From an optimization exercise on the open Yosys and OpenROAD flow, aimed at small area, a short achievable clock period and few clock cycles; shortcuts taken in it are not production practice. At most, simulation tests tie the RTL to the original design; equivalence was not proved. Power figures rest on the tool's default switching activity, not on a simulated workload.

v6:
## mac_frame_deframer_crc32
module mac_frame_deframer_crc32 (
    input  logic        clk,
    input  logic        rst_n,
    input  logic        in_valid,
    output logic        in_ready,
    input  logic [7:0]  in_data,
    input  logic        in_eof,
    output logic        out_valid,
    input  logic        out_ready,
    output logic [1:0]  out_kind,
    output logic [7:0]  out_byte_value,
    output logic [2:0]  out_status,
    output logic [2:0]  out_message_type,
    output logic [1:0]  out_major_version,
    output logic [31:0] out_device_address,
    output logic [7:0]  out_frame_control,
    output logic [15:0] out_frame_counter,
    output logic [7:0]  out_payload_length,
    output logic        out_last_of_run
);
    localparam logic [31:0] CRC_POLY    = 32'hEDB8_8320;
    localparam logic [31:0] CRC_RESIDUE = 32'hDEBB_20E3;
    localparam logic [2:0] ST_OK = 3'd0, ST_SHORT = 3'd1, ST_MISMATCH = 3'd2,
                           ST_OVERRUN = 3'd3, ST_TOO_LONG = 3'd4;
    function automatic [31:0] crc32_byte(input [31:0] crc_in, input [7:0] data);
        integer k;
        begin
            crc32_byte = crc_in ^ {24'd0, data};
            for (k = 0; k < 8; k = k + 1)
            begin
                if (crc32_byte[0])
  ...
For scale: ~98 I/O pins, ~0.0090 sq mm of cells after synthesis.
export LEC_CHECK = 0
export CAP_MARGIN = 20
export CORE_MARGIN = 2
export CORE_UTILIZATION = 45
export CTS_BUF_LIST = sky130_fd_sc_hd__clkbuf_4 sky130_fd_sc_hd__clkbuf_8
export GPL_ROUTABILITY_DRIVEN = 1
export PLACE_DENSITY = 0.65
export SETUP_SLACK_MARGIN = 2.6
export SLEW_MARGIN = 20
create_clock -name core_clock -period 5.0 [get_ports {clk}]
standard.sh (not shown) runs the stock make flow with config.mk's settings and CLKGATE_MAP_FILE= SYNTH_SCRIPT=/design/flow/synth_recipe.tcl, a recipe that flattens the netlist after the stock synthesis.
==> flow/flow/run.sh <==
#!/bin/bash
# The standard layout, with the smallest buffer on each port.
set -euo pipefail
export BUFFER_PORTS_ARGS="-buffer_cell sky130_fd_sc_hd__buf_1"
bash standard.sh > standard_flow.log 2>&1
### v6 -> v7
- CTS_BUF_LIST removed (was sky130_fd_sc_hd__clkbuf_4 sky130_fd_sc_hd__clkbuf_8)
[summary]
- v7 finished every stage and its layout cleared the timing, DRC and antenna checks.
- Relative to v6, number of global-route vias before repair has gone down in v7.
- Against v6, v7 reports a area growth from synthesis to layout that is higher.
- Compared with v6, in v7 cell area after layout picked up an extra 2.0%, final critical delay including setup and external delays lost 18 ps, post-detailed-routing wire length picked up an extra about 0.8%, count of clock-buffer cells in the layout neither gained nor lost much, share of power burned in the clock network picked up an extra 3.8 points.
- Going from v6 to v7, count of cell instances traversed by the critical path shrinks by 7.
Function was not checked in any run of this note: the RTL went through the layout flow alone.

---

TR:
Another version of the RTL of mac_frame_deframer_crc32 (not shown whole).
Size in the first run: about 690 cells after synthesis, about 200 flip-flops, roughly 98 I/O pins, about 8900 um^2 of cells after synthesis.
Settings: LEC_CHECK=0, CAP_MARGIN=20, CORE_MARGIN=2, CORE_UTILIZATION=60, CTS_BUF_LIST=sky130_fd_sc_hd__clkbuf_4 sky130_fd_sc_hd__clkbuf_8, GPL_ROUTABILITY_DRIVEN=1, PLACE_DENSITY=0.75, SETUP_SLACK_MARGIN=2.9, SLEW_MARGIN=20; clock period 5.0 ns.
==> flow/flow/run.sh <==
#!/bin/bash
# The standard layout, with the smallest buffer on each port and no dummy
# loads in the clock tree.
set -euo pipefail
export BUFFER_PORTS_ARGS="-buffer_cell sky130_fd_sc_hd__buf_1"
export CTS_ARGS="-sink_clustering_enable -repair_clock_nets -dont_use_dummy_load -buf_list {sky130_fd_sc_hd__clkbuf_4 sky130_fd_sc_hd__clkbuf_8}"
bash standard.sh > standard_flow.log 2>&1
Per the final summary, TR finished and its layout is clean on timing, DRC and antenna.
Input-level comparison between PW and TR:
- swapping 2.9 for 2.75 in SETUP_SLACK_MARGIN
### Flow results
- Re multi-input logic portion of the cell area: TR and PW aren't equal, and the lower value belongs to PW.
- Summary of PW over TR: maximum clock rate was more or less identical; via count of the first global-routing pass has decreased; number of buffers created by CTS moved down; worst slew margin relative to its limit shows an increase of 1.1 points; number of cells in the finished layout apart from fillers has decreased.
- The remaining design rule violation count was comparable across TR and PW.
- Comparing per-cell via count in the routed design for TR and PW, the bigger number came from TR.
- Cmp PW vs TR: layout net count lower in PW
- As far as number of setup violations in the final report goes, TR and PW are indistinguishable; the numbers are identical.
- Going from TR to PW, time the worst path needs with I/O delays and setup grows by 6.4 ps.
No run of this note included a check of the RTL's function; only the layout flow was run.

---

Another version of the RTL of mac_frame_deframer_crc32 (not shown whole).
For scale: about 660 cells after synthesis, roughly 190 flip-flops, roughly 8700 um2 of cells after synthesis.
==> flow/config.mk <==
export PLATFORM = sky130hd
export DESIGN_NAME = mac_frame_deframer_crc32
export DESIGN_NICKNAME = mac_frame_deframer_crc32
export VERILOG_FILES = /design/flow/design.v
export SDC_FILE = /design/flow/constraint.sdc
export NUM_CORES = 4
export LEC_CHECK = 0
export CAP_MARGIN = 20
export CORE_MARGIN = 2
export CORE_UTILIZATION = 45
export GPL_ROUTABILITY_DRIVEN = 1
export PLACE_DENSITY = 0.65
export SETUP_SLACK_MARGIN = 3.0
export SLEW_MARGIN = 20
==> flow/constraint.sdc <==
create_clock -name core_clock -period 5.0 [get_ports {clk}]
set_input_delay 1.0000 -clock core_clock [delete_from_list [all_inputs] [get_ports {clk}]]
set_output_delay 1.0000 -clock core_clock [all_outputs]
set_load 0.01 [all_outputs]
run.sh (not shown) runs the stock make flow with config.mk's settings and CLKGATE_MAP_FILE= SYNTH_SCRIPT=/design/flow/synth_recipe.tcl, a recipe that flattens the netlist after the stock synthesis.
Stock flow here: none of the scripts above is used.
Rerun with:
- SETUP_SLACK_MARGIN: 3.0 -> 2.6
Result: Sequential power falls by about 1%; clock skew stays flat; clock power came out lower by about 6%; global-route usage came out lower by 3.5 points; cell area went down by 15%; synthesized cell count stays the same; power is lower by 23%; synthesized area is unchanged.
Function was not checked in any run of this note: the RTL went through the layout flow alone.

---

mac_frame_deframer_crc32, a different RTL version from the one above (not shown whole).
For scale: about 98 I/O pins, about 8700 um^2 of cells after synthesis.
clock: 5.0 ns
lec_check: 0
cap_margin: 20
core_margin: 2
core_utilization: 70
cts_buf_list: sky130_fd_sc_hd__clkbuf_4 sky130_fd_sc_hd__clkbuf_8
gpl_routability_driven: 1
place_density: 0.85
setup_slack_margin: 2.75
slew_margin: 20
standard.sh (not shown) runs the stock make flow with config.mk's settings and CLKGATE_MAP_FILE= SYNTH_SCRIPT=/design/flow/synth_recipe.tcl, a recipe that flattens the netlist after the stock synthesis.
Scripts as last shown in full above: flow/flow/run.sh
The baseline ran to the end with no violations.
Testbench counts at the start, summed over its fixed seeds: cycles 71,984.
==> next run, changes <==
--- a/flow/config.mk
+++ b/flow/config.mk
@@ -8,8 +8,8 @@
 export CAP_MARGIN = 20
 export CORE_MARGIN = 2
-export CORE_UTILIZATION = 70
+export CORE_UTILIZATION = 60
 export CTS_BUF_LIST = sky130_fd_sc_hd__clkbuf_4 sky130_fd_sc_hd__clkbuf_8
 export GPL_ROUTABILITY_DRIVEN = 1
-export PLACE_DENSITY = 0.85
-export SETUP_SLACK_MARGIN = 2.75
+export PLACE_DENSITY = 0.75
+export SETUP_SLACK_MARGIN = 2.8
 export SLEW_MARGIN = 20
The new run ran to the end with no violations.
Routed wire length increases slightly.
Cell count climbs by a few percent.
Synthesized cell count stays the same.
Count of clock-buffer cells in the layout is unchanged.
Total power went up slightly.
Core utilization went down by 9.8 points.
Hold slack gains 0.0039 ns.
Synthesized area stays the same.
Design area increases slightly.
Worst setup slack is better by 0.060 ns.
Combinational power climbs by a few percent.
==> next run, changes <==
--- a/flow/config.mk
+++ b/flow/config.mk
@@ -8,8 +8,8 @@
 export CAP_MARGIN = 20
 export CORE_MARGIN = 2
-export CORE_UTILIZATION = 60
+export CORE_UTILIZATION = 55
 export CTS_BUF_LIST = sky130_fd_sc_hd__clkbuf_4 sky130_fd_sc_hd__clkbuf_8
 export GPL_ROUTABILITY_DRIVEN = 1
-export PLACE_DENSITY = 0.75
+export PLACE_DENSITY = 0.7
 export SETUP_SLACK_MARGIN = 2.8
 export SLEW_MARGIN = 20
- die area came out higher by a little under a tenth
- critical path depth went up by 4
- global-route usage is lower by 1.6 points
- non-clock buffer count falls by 4
- fmax climbs slightly
- first-iteration DRC count rose by roughly a tenth
- total power barely changes
- utilization shrinks by 6.0 points
- setup slack improves by 0.014 ns
- hold slack gets better by 0.0040 ns
==> next run, changes <==
==> flow/flow/run.sh (replaced) <==
#!/bin/bash
# The standard layout, with the smallest buffer on each port and no dummy
# loads in the clock tree.
set -euo pipefail
export BUFFER_PORTS_ARGS="-buffer_cell sky130_fd_sc_hd__buf_1"
export CTS_ARGS="-sink_clustering_enable -repair_clock_nets -dont_use_dummy_load -sink_clustering_size 24 -sink_clustering_max_diameter 100 -buf_list {sky130_fd_sc_hd__clkbuf_4 sky130_fd_sc_hd__clkbuf_8}"
bash standard.sh > standard_flow.log 2>&1
--- a/flow/config.mk
+++ b/flow/config.mk
@@ -8,8 +8,10 @@
 export CAP_MARGIN = 20
 export CORE_MARGIN = 2
-export CORE_UTILIZATION = 55
+export CORE_UTILIZATION = 60
 export CTS_BUF_LIST = sky130_fd_sc_hd__clkbuf_4 sky130_fd_sc_hd__clkbuf_8
+export CTS_CLUSTER_DIAMETER = 100
+export CTS_CLUSTER_SIZE = 24
 export GPL_ROUTABILITY_DRIVEN = 1
-export PLACE_DENSITY = 0.7
+export PLACE_DENSITY = 0.75
 export SETUP_SLACK_MARGIN = 2.8
 export SLEW_MARGIN = 20
Clock skew hardly moves.
Cell area stays flat.
Critical path depth fell by 4.
Non-clock buffer count rose by 4.
Count of clock-buffer cells in the layout stays the same.
Global-route usage rose by 1.6 points.
==> next run, changes <==
==> flow/flow/run.sh (replaced) <==
#!/bin/bash
# The standard layout, with the smallest buffer on each port and no dummy
# loads in the clock tree.
set -euo pipefail
export BUFFER_PORTS_ARGS="-buffer_cell sky130_fd_sc_hd__buf_1"
export CTS_ARGS="-sink_clustering_enable -repair_clock_nets -dont_use_dummy_load -buf_list {sky130_fd_sc_hd__clkbuf_4 sky130_fd_sc_hd__clkbuf_8}"
bash standard.sh > standard_flow.log 2>&1
--- a/flow/config.mk
+++ b/flow/config.mk
@@ -10,8 +10,6 @@
 export CORE_UTILIZATION = 60
 export CTS_BUF_LIST = sky130_fd_sc_hd__clkbuf_4 sky130_fd_sc_hd__clkbuf_8
-export CTS_CLUSTER_DIAMETER = 100
-export CTS_CLUSTER_SIZE = 24
 export GPL_ROUTABILITY_DRIVEN = 1
 export PLACE_DENSITY = 0.75
-export SETUP_SLACK_MARGIN = 2.8
+export SETUP_SLACK_MARGIN = 2.82
 export SLEW_MARGIN = 20
Worst setup slack loses 0.023 ns.
Global-route usage is lower by 0.75 points.
Clock power fell by about 1%.
==> next run, changes <==
--- a/flow/config.mk
+++ b/flow/config.mk
@@ -12,4 +12,4 @@
 export GPL_ROUTABILITY_DRIVEN = 1
 export PLACE_DENSITY = 0.75
-export SETUP_SLACK_MARGIN = 2.82
+export SETUP_SLACK_MARGIN = 2.85
 export SLEW_MARGIN = 20
Critical path depth stays the same.
Total power goes up by about 2%.
Cell area goes up by about 2.2%.

afterwards: timing with drivers on the ports:
How much do the figures lean on ideal ports? The routed layouts below were timed once more, with nothing changed but the port constraints. Step 1 (the two cells are an assumption about what drives the block):
set clk [get_ports {clk}]
set_driving_cell -lib_cell sky130_fd_sc_hd__clkbuf_16 $clk
set_driving_cell -lib_cell sky130_fd_sc_hd__buf_2 [delete_from_list [all_inputs] $clk]
Step 2, shift: input delay + t, output delay - t, t = (earliest + latest rising clock arrival at the registers) / 2. This alone moves slack from input paths to output paths. a / b / c = ideal ports / drivers / drivers and shift; a / b = the first two.
run | t (ns) | setup WS [ns] | worst hold slack (ns) | pins driven straight from the clock port
v6 | 0.499 | 2.670 / 2.651 / 2.152 | 0.428 / 0.428 / 0.428 | 1
v7 | 0.475 | 2.688 / 2.641 / 2.324 | 0.421 / 0.421 / 0.421 | 1
TR | 0.566 | 2.757 / 2.719 / 2.514 | 0.415 / 0.415 / 0.415 | 1
PW | 0.569 | 2.750 / 2.711 / 2.384 | 0.408 / 0.396 / 0.414 | 1
the first run of note 3 | 0.483 | 2.648 / 2.648 / 2.217 | 0.421 / 0.421 / 0.421 | 1
the second run of note 3 | 0.465 | 2.508 / 2.466 / 2.164 | 0.420 / 0.420 / 0.420 | 1
the first run of note 4 | 0.490 | 2.766 / 2.732 / 2.439 | 0.412 / 0.412 / 0.412 | 1
the second run of note 4 | 0.488 | 2.826 / 2.791 / 2.471 | 0.415 / 0.415 / 0.415 | 1
the third run of note 4 | 0.483 | 2.840 / 2.824 / 2.469 | 0.419 / 0.419 / 0.419 | 1
the fourth run of note 4 | 0.488 | 2.826 / 2.791 / 2.471 | 0.415 / 0.415 / 0.415 | 1
the fifth run of note 4 | 0.474 | 2.804 / 2.804 / 2.487 | 0.425 / 0.425 / 0.425 | 1
the sixth run of note 4 | 0.472 | 2.800 / 2.800 / 2.481 | 0.425 / 0.425 / 0.425 | 1
After both steps every run listed still meets setup and hold. For v6, which loses most, drivers alone change the setup slack by -0.019 ns; drivers and shift together by -0.518 ns.
